This is an optimization exercise on Yosys and OpenROAD, whose aim is small area and a short achievable clock period, not a production implementation. Power is estimated from default activity; no workload was simulated.

## dynaq_datapath
module dynaq_datapath (
  input  logic                          clk,
  input  logic                          reset,
  input  logic                          qvalue_en,
  input  logic                          reward_en,
  input  logic                          current_location_en,
  input  logic                          next_location_en,
  input  logic                          location_select,
  input  logic                          max_en,
  input  logic                          g_en,
  input  logic                          g_select,
  input  logic                          rng_en,
  input  logic                          action_en,
  input  logic                          step_en,
  input  logic                          step_select,
  input  logic                          epsilon_decay_en,
  input  logic                          episode_end,
  input  dynaq_data_pkg::location_t     start_location,
  input  dynaq_data_pkg::location_t     env_next_location,
  input  dynaq_data_pkg::qvalue_t       qvalue_0,
  input  dynaq_data_pkg::qvalue_t       qvalue_1,
  input  dynaq_data_pkg::qvalue_t       qvalue_2,
  input  dynaq_data_pkg::qvalue_t       qvalue_3,
  input  dynaq_data_pkg::reward_t       reward,
  output dynaq_data_pkg::location_t     current_location,
  output dynaq_data_pkg::location_t     next_location,
  output dynaq_policy_pkg::step_t       step_count,
  output dynaq_data_pkg::qvalue_t       qtable_data,
  output dynaq_policy_pkg::action_t     action,
  output logic                          done,
  output logic                          completed
);
export LEC_CHECK = 0
export CAP_MARGIN = 20
export CORE_MARGIN = 2
export CORE_UTILIZATION = 40
export PLACE_DENSITY = 0.6
export SETUP_SLACK_MARGIN = 4
export SLEW_MARGIN = 20
export SYNTH_HIERARCHICAL = 1
create_clock -name core_clock -period 7.5 [get_ports {clk}]
standard.sh (not shown) runs the stock make flow with config.mk's settings and CLKGATE_MAP_FILE= SYNTH_SCRIPT=/design/flow/synth_recipe.tcl, a recipe that flattens the netlist after the stock synthesis.
==> flow/flow/run.sh <==
#!/bin/bash
# Standard layout, with the port buffers taken from a plain buffer cell
# instead of the default pick.
export BUFFER_PORTS_ARGS="-buffer_cell sky130_fd_sc_hd__buf_2"
bash standard.sh > standard_run.log 2>&1
Next try:
--- a/flow/design.v
+++ b/flow/design.v
@@ -989,19 +989,24 @@
   wire s749, c750;
   csa_fa u_s749 (.a(c606), .b(x[59]), .c(x[62]), .s(s749), .co(c750));
   wire s751, c752;
   csa_fa u_s751 (.a(x[63]), .b(x[60]), .c(~x[62]), .s(s751), .co(c752));
   assign row_a = {~x[63], x[61], c752, c750, c748, c746, c744, c742, ~c740, ~c738, c736, c734, c732, c730, c728, c726, c724, c722, c720, c718, c716, c714, c712, c710, c708, c706, c704, c702, c700, c698, c696, c694, c692, c690, c688, c686, c684, c682, c680, c678, c676, c674, c672, c670, c668, c666, c664, c662, c660, c658, c656, c654, c652, c650, c648, c646, c644, c642, c640, c638, c636, c634, c632, c630, c628, c626, c624, c622, c620, c618, c616, ~c614, c612, c610, c608, s607, ~x[0], x[2], x[1], x[0]};
   assign row_b = {x[62], ~x[62], ~x[61], s751, s749, s747, s745, s743, s741, ~s739, ~s737, s735, s733, s731, s729, s727, s725, s723, s721, s719, s717, s715, s713, s711, s709, s707, s705, s703, s701, s699, s697, s695, s693, s691, s689, s687, s685, s683, s681, s679, s677, s675, s673, s671, s669, s667, s665, s663, s661, s659, s657, s655, s653, s651, s649, s647, s645, s643, s641, s639, s637, s635, s633, s631, s629, s627, s625, s623, s621, s619, s617, s615, ~s613, s611, s609, x[3], ~x[3], 1'b0, 1'b0, 1'b0};
   carry16 u_low_carry (.a(row_a[15:0]), .b(row_b[15:0]), .c(low_carry));
   prefix_add #(.N(64)) u_prod_add (.a(max_row_a), .b(max_row_b), .cin(max_carry), .s(product));
   logic [47:0] sum_hi;
-  q_sum_add u_sum_add (.q(qtable_data[63:16]), .r(reward_q), .s(sum_hi));
+  prefix_add #(.N(48)) u_sum_add (
+    .a   (qtable_data[63:16]),
+    .b   ({{(48-11){reward_q[11-1]}}, reward_q}),
+    .cin (1'b0),
+    .s   (sum_hi)
+  );
   assign sum = {sum_hi, qtable_data[15:0]};
   always_ff @(posedge clk or negedge reset) begin
     if (!reset) begin
       max_row_a <= '0;
       max_row_b <= '0;
       max_carry <= 1'b0;
     end else if (max_en) begin
       max_row_a <= row_a[79:16];
       max_row_b <= row_b[79:16];
@@ -1041,40 +1046,18 @@
   end
   for (genvar i = 0; i < 4; i++) begin : g_l2
     gt_node_n u_n (.gh(gn1[2*i+1]), .eh(pn1[2*i+1]), .gl(gn1[2*i]), .el(pn1[2*i]), .g(g2[i]), .e(p2[i]));
   end
   for (genvar i = 0; i < 2; i++) begin : g_l3
     gt_node_p u_n (.gh(g2[2*i+1]), .eh(p2[2*i+1]), .gl(g2[2*i]), .el(p2[2*i]), .g(gn3[i]), .e(pn3[i]));
   end
   gt_node_n u_l4 (.gh(gn3[1]), .eh(pn3[1]), .gl(gn3[0]), .el(pn3[0]), .g(c), .e(p4));
 endmodule
-module q_sum_add (
-  input  logic [47:0]                   q,
-  input  dynaq_data_pkg::reward_t       r,
-  output logic [47:0]                   s
-);
-  logic [11:0] low;
-  logic        inc, dec;
-  logic [36:0] up, ones, zeros;
-  always_comb begin
-    low   = {1'b0, q[10:0]} + {1'b0, r};
-    inc   = low[11] & ~r[10];
-    dec   = ~low[11] & r[10];
-    up    = q[47:11];
-    ones  = '1;
-    zeros = '1;
-    for (int k = 1; k < 37; k++) begin
-      ones[k]  = ones[k-1] & up[k-1];
-      zeros[k] = zeros[k-1] & ~up[k-1];
-    end
-    s = {up ^ (({37{inc}} & ones) | ({37{dec}} & zeros)), low[10:0]};
-  end
-endmodule
 `timescale 1ns/100ps
 module action_select (
   input  logic                          clk,
   input  logic                          reset,
   input  logic                          rng_en,
   input  logic                          action_en,
   input  dynaq_policy_pkg::action_t     greedy_action,
   input  logic [3:0]                    eps_tenths,
   output dynaq_policy_pkg::action_t     action
First-iteration DRC count decreases by 7.2%.
Sequential cell count stays the same.
Via count increases by 1.3%.
Total power increases by 3.4%.
Die area increases by 1.3%.
Cell area increases by 1.4%.
Sequential power decreases by about 3%.
Area after synthesis increases by 1.3%.
Wire length increases by 1.9%.
Utilization is about the same.
No functional check of the RTL was part of any run of this note.

[separate check: timing with driven ports]
The flow's constraints put no driver on any port. The routed layouts listed below were extracted and timed again, unchanged, in two steps. Step 1: set_driving_cell puts a clkbuf_16 on clk and a buf_2 on each other input, an assumption about the parent block. Step 2 times the ports against the registers' clock, not the clock port: input delays grow and output delays shrink by t, the midpoint of the rising clock arrivals with the driver on. a / b / c = ideal ports / drivers / drivers and shift; a / b = the first two.
run | shift t [ns] | slack for setup (ns) | worst slew at a driven data input, ns
the first run | 0.635 | 3.793 / 3.793 / 3.393 | 0.13
the second run | 0.633 | 3.919 / 3.919 / 3.416 | 0.11
After both steps setup and hold are still met in every run listed. The setup slack of the second run, which loses most, moves by 0.000 ns with the drivers and by -0.503 ns with both steps.
